What follows belongs to an exercise in optimizing a design on an open flow for small area, a short achievable clock period and few clock cycles per item; a production flow would make more cautious choices.
The RTL was checked by simulation tests, not by an equivalence proof against the original design.

## lane 2
Design gaussian_bilinear_tap_weights, start of the top module:
module gaussian_bilinear_tap_weights #(
	parameter int TAP_PAIRS = 8
) (
	input  logic        clk,
	input  logic        arst_n,
	input  logic        start,
	output logic        busy,
	input  logic [15:0] sigma,
	output logic        strobe,
	output logic [2:0]  tap,
	output logic [15:0] weight,
	output logic [15:0] offset,
	output logic        bad_sigma,
	output logic        last
);
Size: about 58 I/O pins, roughly 330,000 um2 of cells after synthesis.
Settings: LEC_CHECK=0, CAP_MARGIN=20, CORE_MARGIN=2, CORE_UTILIZATION=40, SLEW_MARGIN=20; clock period 12.0 ns.
run.sh (not shown) runs the stock make flow with config.mk's settings and CLKGATE_MAP_FILE= SYNTH_SCRIPT=/design/flow/synth_recipe.tcl, a recipe that flattens the netlist after the stock synthesis.
Testbench counts of lane 2, summed over its fixed seeds: cycles 38,242, items 512.
Setup changes, lane 2 to lane 4
diff --git a/flow/design.v b/flow/design.v
--- a/flow/design.v
+++ b/flow/design.v
@@ -3596,15 +3596,15 @@
 		logic [29:0] bv, xv, cv;
 		logic        tv;
 		logic [15:0] bo1, bt1, bn1;
 		logic [34:0] m2v;
 		logic [17:0] mo2, mt2, mn2;
 		logic [3:0]  kb, kd;
 		logic [4:0]  nb, nd;
-		logic        fin, mrg;
+		logic        mrg;
 		logic [30:0] r1n;
 		logic [29:0] raw;
 		logic        ok_w, okw_n;
 		logic        ld, ij;
 		logic [1:0]  esb, esd;     
 		always_ff @(posedge clk or negedge arst_n) begin
 			if (!arst_n) begin
@@ -3659,18 +3659,36 @@
 			.h0  (hb0),
 			.h1  (hb1),
 			.gg  (hbg),
 			.gp  (hbp)
 		);
 		assign hbc = gbtw_pkg::gcarry(hbg_q, hbp_q);
 		assign t2  = hb0_q + hb1_q + 30'(hbc);
-		assign fin = ser[esd] ? (kd == 4'd2 && nd == 5'd0) : (nd <= 5'd2);
-		assign di[e]     = {tg[esd][0], qi[esd][3:1]};
-		assign qd[e]     = qi[esd];
-		assign cand[e]   = act[esd] && (fst[esd] ? skp[esd] : (hold[esd] || fin));
+		logic [1:0]  nsd;
+		logic        fin_n, cand_n, cand_r;
+		logic [3:0]  di_r, qd_r;
+		logic        lnsd;
+		assign nsd    = esd + 2'd1;
+		assign fin_n  = ser[nsd] ? (k_q[nsd] == 4'd2 && n_q[nsd] == 5'd0) : (n_q[nsd] <= 5'd2);
+		assign cand_n = act[nsd] && (fst[nsd] ? skp[nsd] : (hold[nsd] || fin_n));
+		assign lnsd   = ld && (ls == nsd);
+		always_ff @(posedge clk or negedge arst_n) begin
+			if (!arst_n) begin
+				cand_r <= 1'b0;
+			end else begin
+				cand_r <= lnsd ? (a_zero || au_q == 4'd0) : cand_n;
+			end
+		end
+		always_ff @(posedge clk) begin
+			di_r <= lnsd ? {au_tag[0], au_q[3:1]} : {tg[nsd][0], qi[nsd][3:1]};
+			qd_r <= lnsd ? au_q : qi[nsd];
+		end
+		assign di[e]     = di_r;
+		assign qd[e]     = qd_r;
+		assign cand[e]   = cand_r;
 		assign second[e] = half[di[e]] || (f1_v && f1_k == di[e]);
 		assign tgo       = tg[esd + 2'd1] - 2'd2;
 		assign okw_n     = (w_busy && wt == tgo) ? (w_idx > qi[esd + 2'd1][3:1]) : (wq != tgo);
 		always_ff @(posedge clk or negedge arst_n) begin
 			if (!arst_n) begin
 				ok_w <= 1'b0;
 			end else begin
@@ -3922,25 +3940,27 @@
 	for (genvar g = 0; g < NO; g++) begin : g_odiv
 		assign o_t2[g] = {o_rem[g], o_low[g][12]};
 		assign o_ge[g] = o_t2[g] >= {1'b0, o_sum[g], 1'b0};
 		always_ff @(posedge clk or negedge arst_n) begin
 			if (!arst_n) begin
 				o_cnt[g] <= '0;
 			end else if (f2_v && !f2_zero && f2_u == g) begin
-				o_cnt[g] <= 4'd13;
+				o_cnt[g] <= 4'd14;
 			end else if (o_cnt[g] != '0) begin
 				o_cnt[g] <= o_cnt[g] - 1'b1;
 			end
 		end
 		always_ff @(posedge clk) begin
 			if (f2_v && !f2_zero && f2_u == g) begin
-				o_rem[g] <= 33'(f2_w1) + 33'(f2_p >> 13) + 33'(f2_w >> 13) + 33'(f2_lo[13]);
+				o_rem[g] <= 33'(f2_w1);
 				o_low[g] <= f2_lo[12:0];
 				o_sum[g] <= f2_sum;
 				o_idx[g] <= f2_k;
+			end else if (o_cnt[g] == 4'd14) begin
+				o_rem[g] <= o_rem[g] + 33'(o_sum[g] >> 13);
 			end else if (o_cnt[g] != '0) begin
 				o_rem[g] <= o_ge[g] ? 33'(o_t2[g] - {1'b0, o_sum[g], 1'b0}) : o_t2[g][32:0];
 				o_low[g] <= {o_low[g][11:0], o_ge[g]};
 			end
 			if (o_cnt[g] == 4'd1) begin
 				off_mem[o_idx[g]] <= {o_low[g][11:0], o_ge[g]};
 			end
[summary]
Worst setup slack after placement was higher in the run labelled lane 4. Final cell count: lane 4 vs lane 2 up 431. Between lane 2 and lane 4, number of sinks on the clock net is higher for lane 4, lane 2 comes in under that.
Testbench counts of lane 4, summed over its fixed seeds: cycles 38,283, items 512.

## what the ideal ports hide
How much do the figures lean on ideal ports? The routed layouts below were timed once more, with nothing changed but the port constraints. Step 1 (the two cells are an assumption about what drives the block):
set clk [get_ports {clk}]
set_driving_cell -lib_cell sky130_fd_sc_hd__clkbuf_16 $clk
set_driving_cell -lib_cell sky130_fd_sc_hd__buf_2 [delete_from_list [all_inputs] $clk]
Step 2 adds t to the input delays and takes it off the output delays; t is the mean of the earliest and latest rising clock arrival at the registers after step 1. Input paths then give back, and output paths get back, about the clock's delay inside the block. Three values: ideal ports, drivers, drivers and shift; two values: the first two.
| run | t, ns | setup WS [ns] | latest minus earliest clock arrival (ns) | worst data-port slew with drivers (ns) |
|---|---|---|---|---|
| lane 2 | 1.210 | 5.315 / 5.315 / 5.315 | 0.122 / 0.122 | 0.08 |
| lane 4 | 1.197 | 5.463 / 5.463 / 5.463 | 0.136 / 0.136 | 0.15 |
After both steps every run listed still meets setup and hold.
